This is an optimization exercise on Yosys and OpenROAD, whose aim is small area, not a production implementation.
Function was checked by simulation only, so behaviour that the tests miss may differ from the original.
The flow treats the clock pin as an ideal source. Dropping or thinning the clock tree relies on that and would not hold on a real chip.
Power figures rest on the tool's default switching activity, not on a simulated workload.

Setup of ember:
==> flow/design.v <==
package jpeg_byte_pkg;
    typedef logic [8-1:0] byte_t;
    typedef logic [4*8-1:0] word_t;
    typedef logic [8*8-1:0] group_data_t;
    typedef logic [$clog2(8+1)-1:0] group_len_t;
endpackage
package stuff_stream_pkg;
    typedef struct packed {
        logic [8*8-1:0]       data;   
        logic [$clog2(8+1)-1:0] len;    
    } stuffed_group_t;
    typedef struct packed {
        logic empty;
        logic full;
    } fifo_status_t;
endpackage
`timescale 1ns/1ps
module ff_stuffer_top (
    input  logic                 clk,
    input  logic                 rst,
    input  logic                 in_valid,    
    input  jpeg_byte_pkg::word_t in_word,
    output logic                 out_valid,
    output jpeg_byte_pkg::word_t out_word
);
    logic [7:0] a [4];           
    logic [3:0] g;               
    logic [7:0] b [1:3];         
    logic [1:3] f;               
    logic [2:0] k;               
    logic [7:0] kh;              
    logic [3:0] sa [4];          
    logic [3:0] sb [1:3];        
    always_comb begin
        for (int i = 0; i < 4; i++) begin
            a[i] = in_word[(3-i)*8 +: 8];
            g[i] = &a[i];
        end
        for (int i = 1; i < 4; i++)
            f[i] = &b[i];
        for (int i = 0; i < 8; i++)
            kh[i] = (k == 3'(i));
    end
    logic [3:0] fs;              
    logic [2:0] fs23;            
    logic [3:0] kh_lo;           
    always_comb begin
        fs23[0] = !f[2] && !f[3];
        fs23[1] = f[2] ^ f[3];
        fs23[2] = f[2] && f[3];
        fs[0] = fs23[0] && !f[1];
        fs[1] = fs23[0] && f[1] || fs23[1] && !f[1];
        fs[2] = fs23[1] && f[1] || fs23[2] && !f[1];
        fs[3] = fs23[2] && f[1];
        kh_lo = kh[3:0];
        for (int j = 0; j < 4; j++) begin
            sb[3][j] = f[3] && kh[j+2] || !f[3] && kh[j+1];
            sb[2][j] = fs23[0] && kh[j+2] || fs23[1] && kh[j+3] || fs23[2] && (j + 4 < 8) && kh[(j+4)%8];
            sb[1][j] = (j < 2) && (fs[0] && kh[(j+3)%8] || fs[1] && kh[(j+4)%8] ||
                                   fs[2] && kh[(j+5)%8] || fs[3] && kh[(j+6)%8]);
        end
        sa[0] = kh_lo;
        sa[1] = g[0] ? {kh_lo[1:0], 2'b00} : {kh_lo[2:0], 1'b0};
        sa[2] = 4'b0000;
        sa[2][2] = kh_lo[0] && !g[0] && !g[1];
        sa[2][3] = kh_lo[1] && !g[0] && !g[1] || kh_lo[0] && (g[0] ^ g[1]);
        sa[3] = {kh_lo[0] && !g[0] && !g[1] && !g[2], 3'b000};
    end
    always_comb begin
        for (int j = 0; j < 4; j++) begin
            logic [7:0] o;
            o = 8'h00;
            for (int i = 1; i < 4; i++)
                o = o | ({8{sb[i][j]}} & b[i]);
            for (int i = 0; i < 4; i++)
                o = o | ({8{sa[i][j]}} & a[i]);
            out_word[(3-j)*8 +: 8] = o;
        end
    end
    assign out_valid = in_valid || k[2];
    always_ff @(posedge clk) begin
        if (in_valid) begin
            b[1] <= a[1];
            b[2] <= a[2];
            b[3] <= a[3];
        end
    end
    always_ff @(posedge clk) begin
        if (rst)
            k <= 3'd0;
        else if (in_valid)
            k <= {1'b0, k[1:0]} + 3'(g[0]) + 3'(g[1]) + 3'(g[2]) + 3'(g[3]);
        else if (k[2])
            k <= {1'b0, k[1:0]};
    end
endmodule
clock: 5.0 ns
lec_check: 0
cap_margin: 20
core_margin: 2
core_utilization: 40
gpl_timing_driven: 0
slew_margin: 20
standard.sh (not shown) runs the stock make flow with config.mk's settings and CLKGATE_MAP_FILE= SYNTH_SCRIPT=/design/flow/synth_recipe.tcl, a recipe that flattens the netlist after the stock synthesis.
==> flow/flow/run.sh <==
#!/bin/bash
# Standard layout with these changes: ABC restructures and maps for area,
# the port buffers are the smallest buffer (the resizer still upsizes them
# where timing needs), and CTS adds no dummy load.
set -euo pipefail
work=$(pwd)
export MY_ABC_SCRIPT=$work/flow/area.abc
export BUFFER_PORTS_ARGS="-buffer_cell sky130_fd_sc_hd__buf_1"
# ORFS's default CTS arguments, without the dummy load cell
export CTS_ARGS="-sink_clustering_enable -repair_clock_nets -dont_use_dummy_load"
sed "s|SYNTH_SCRIPT=[^ ]*|SYNTH_SCRIPT=$work/flow/my_synth.tcl|" standard.sh > my_standard.sh
grep -q "SYNTH_SCRIPT=$work/flow/my_synth.tcl" my_standard.sh
bash my_standard.sh > flow.log 2>&1 || { tail -50 flow.log; exit 1; }
for f in orfs/logs/*/ff_stuffer_top/base/*.log; do cp "$f" "log_$(basename "$f")"; done
==> flow/flow/area.abc <==
strash
&get -n
&st
&deepsyn -T 30
&dch -f
&nf -R 1000
&put
==> flow/flow/my_synth.tcl <==
proc synth {args} { yosys synth -nofsm -noshare {*}$args }
# Same synthesis as synth_recipe.tcl, with ABC's mapping script swapped for
# an area-oriented one (registers are mapped before ABC and stay as they are)
proc abc {args} {
  set i [lsearch -exact $args -script]
  if { $i >= 0 && [info exists ::env(MY_ABC_SCRIPT)] } { lset args [expr {$i + 1}] $::env(MY_ABC_SCRIPT) }
  yosys abc {*}$args
}
source $::env(SCRIPTS_DIR)/synth.tcl
# left out here: clear keep_hierarchy, flatten, clean up, hide names made inside functions, write 1_2_yosys.v
ember reached the final stage; the timing, design-rule and antenna checks on its layout passed.
## Diff of input files: delta against ember
--- a/flow/flow/run.sh
+++ b/flow/flow/run.sh
@@ -4 +4,2 @@
-# where timing needs), and CTS adds no dummy load.
+# where timing needs), and the clock tree is one buffer
+# (CTS adds no dummy load, and its leaf buffers are merged into the root).
@@ -10,0 +12,3 @@
+# After CTS, drive all registers from the root clock buffer alone
+export POST_CTS_TCL=$work/flow/onebuf.tcl
+export ONEBUF_CELL=sky130_fd_sc_hd__clkbuf_16
==> flow/flow/onebuf.tcl (new file) <==
# Collapse the clock tree to its root buffer: the leaf buffers' sinks move to
# the root buffer's output net, and the root buffer is sized to drive them.
set block [ord::get_db_block]
set root [$block findInst clkbuf_0_clk]
set rootnet [[$root findITerm X] getNet]
foreach inst [$block getInsts] {
  set m [[$inst getMaster] getName]
  if { $inst == $root || ![string match sky130_fd_sc_hd__clkbuf_* $m] } { continue }
  set in [[$inst findITerm A] getNet]
  if { $in != $rootnet } { continue }
  set out [[$inst findITerm X] getNet]
  foreach it [$out getITerms] {
    if { [$it getInst] == $inst } { continue }
    $it disconnect
    $it connect $rootnet
  }
  [$inst findITerm A] disconnect
  [$inst findITerm X] disconnect
  puts "removed clock buffer [$inst getName]"
  odb::dbInst_destroy $inst
  odb::dbNet_destroy $out
}
replace_cell clkbuf_0_clk $::env(ONEBUF_CELL)
detailed_placement
estimate_parasitics -placement
--- a/flow/config.mk
+++ b/flow/config.mk
@@ -10 +10 @@
-export CORE_UTILIZATION = 40
+export CORE_UTILIZATION = 60
==> comparison <==
Between delta and ember, share of the cycle needed by the critical path after routing is lower for delta, ember comes in above that. Summary of delta over ember: net switching fraction of the power lost 1.2 points; number of instances on the worst hold path about even. Lower core outline area among delta and ember: delta. Between ember and delta, the flow reports total instance count after detailed placement decreasing by a few percent. The post-route non-filler standard cell count of delta is lower than that of ember. Compared with ember, in delta final cell area excluding filler cells saw a decrease; setup slack at placement went up; power density of the placed cells down 9.8 mW/mm2; clock-buffer cell count went down by 2. Compared to ember, delta has sequential portion of the cell area 0.64 points higher.

## separate check: timing with driven ports
The results above use ideal ports. As a check the final layouts listed here were re-extracted and re-timed, cells and wires unchanged. Step 1: set_driving_cell puts a clkbuf_16 on clk and a buf_2 on each other input, an assumption about the parent block. Step 2 adds t to the input delays and takes it off the output delays; t is the mean of the earliest and latest rising clock arrival at the registers after step 1. Input paths then give back, and output paths get back, about the clock's delay inside the block. Three values: ideal ports, drivers, drivers and shift; two values: the first two.
| run | t (ns) | setup WS [ns] | latest minus earliest clock arrival (ns) |
|---|---|---|---|
| ember | 0.303 | 0.358 / 0.332 / 0.502 | 0.007 / 0.007 |
| delta | 0.199 | 0.508 / 0.476 / 0.521 | 0.003 / 0.002 |
After both steps every run listed still meets setup and hold.
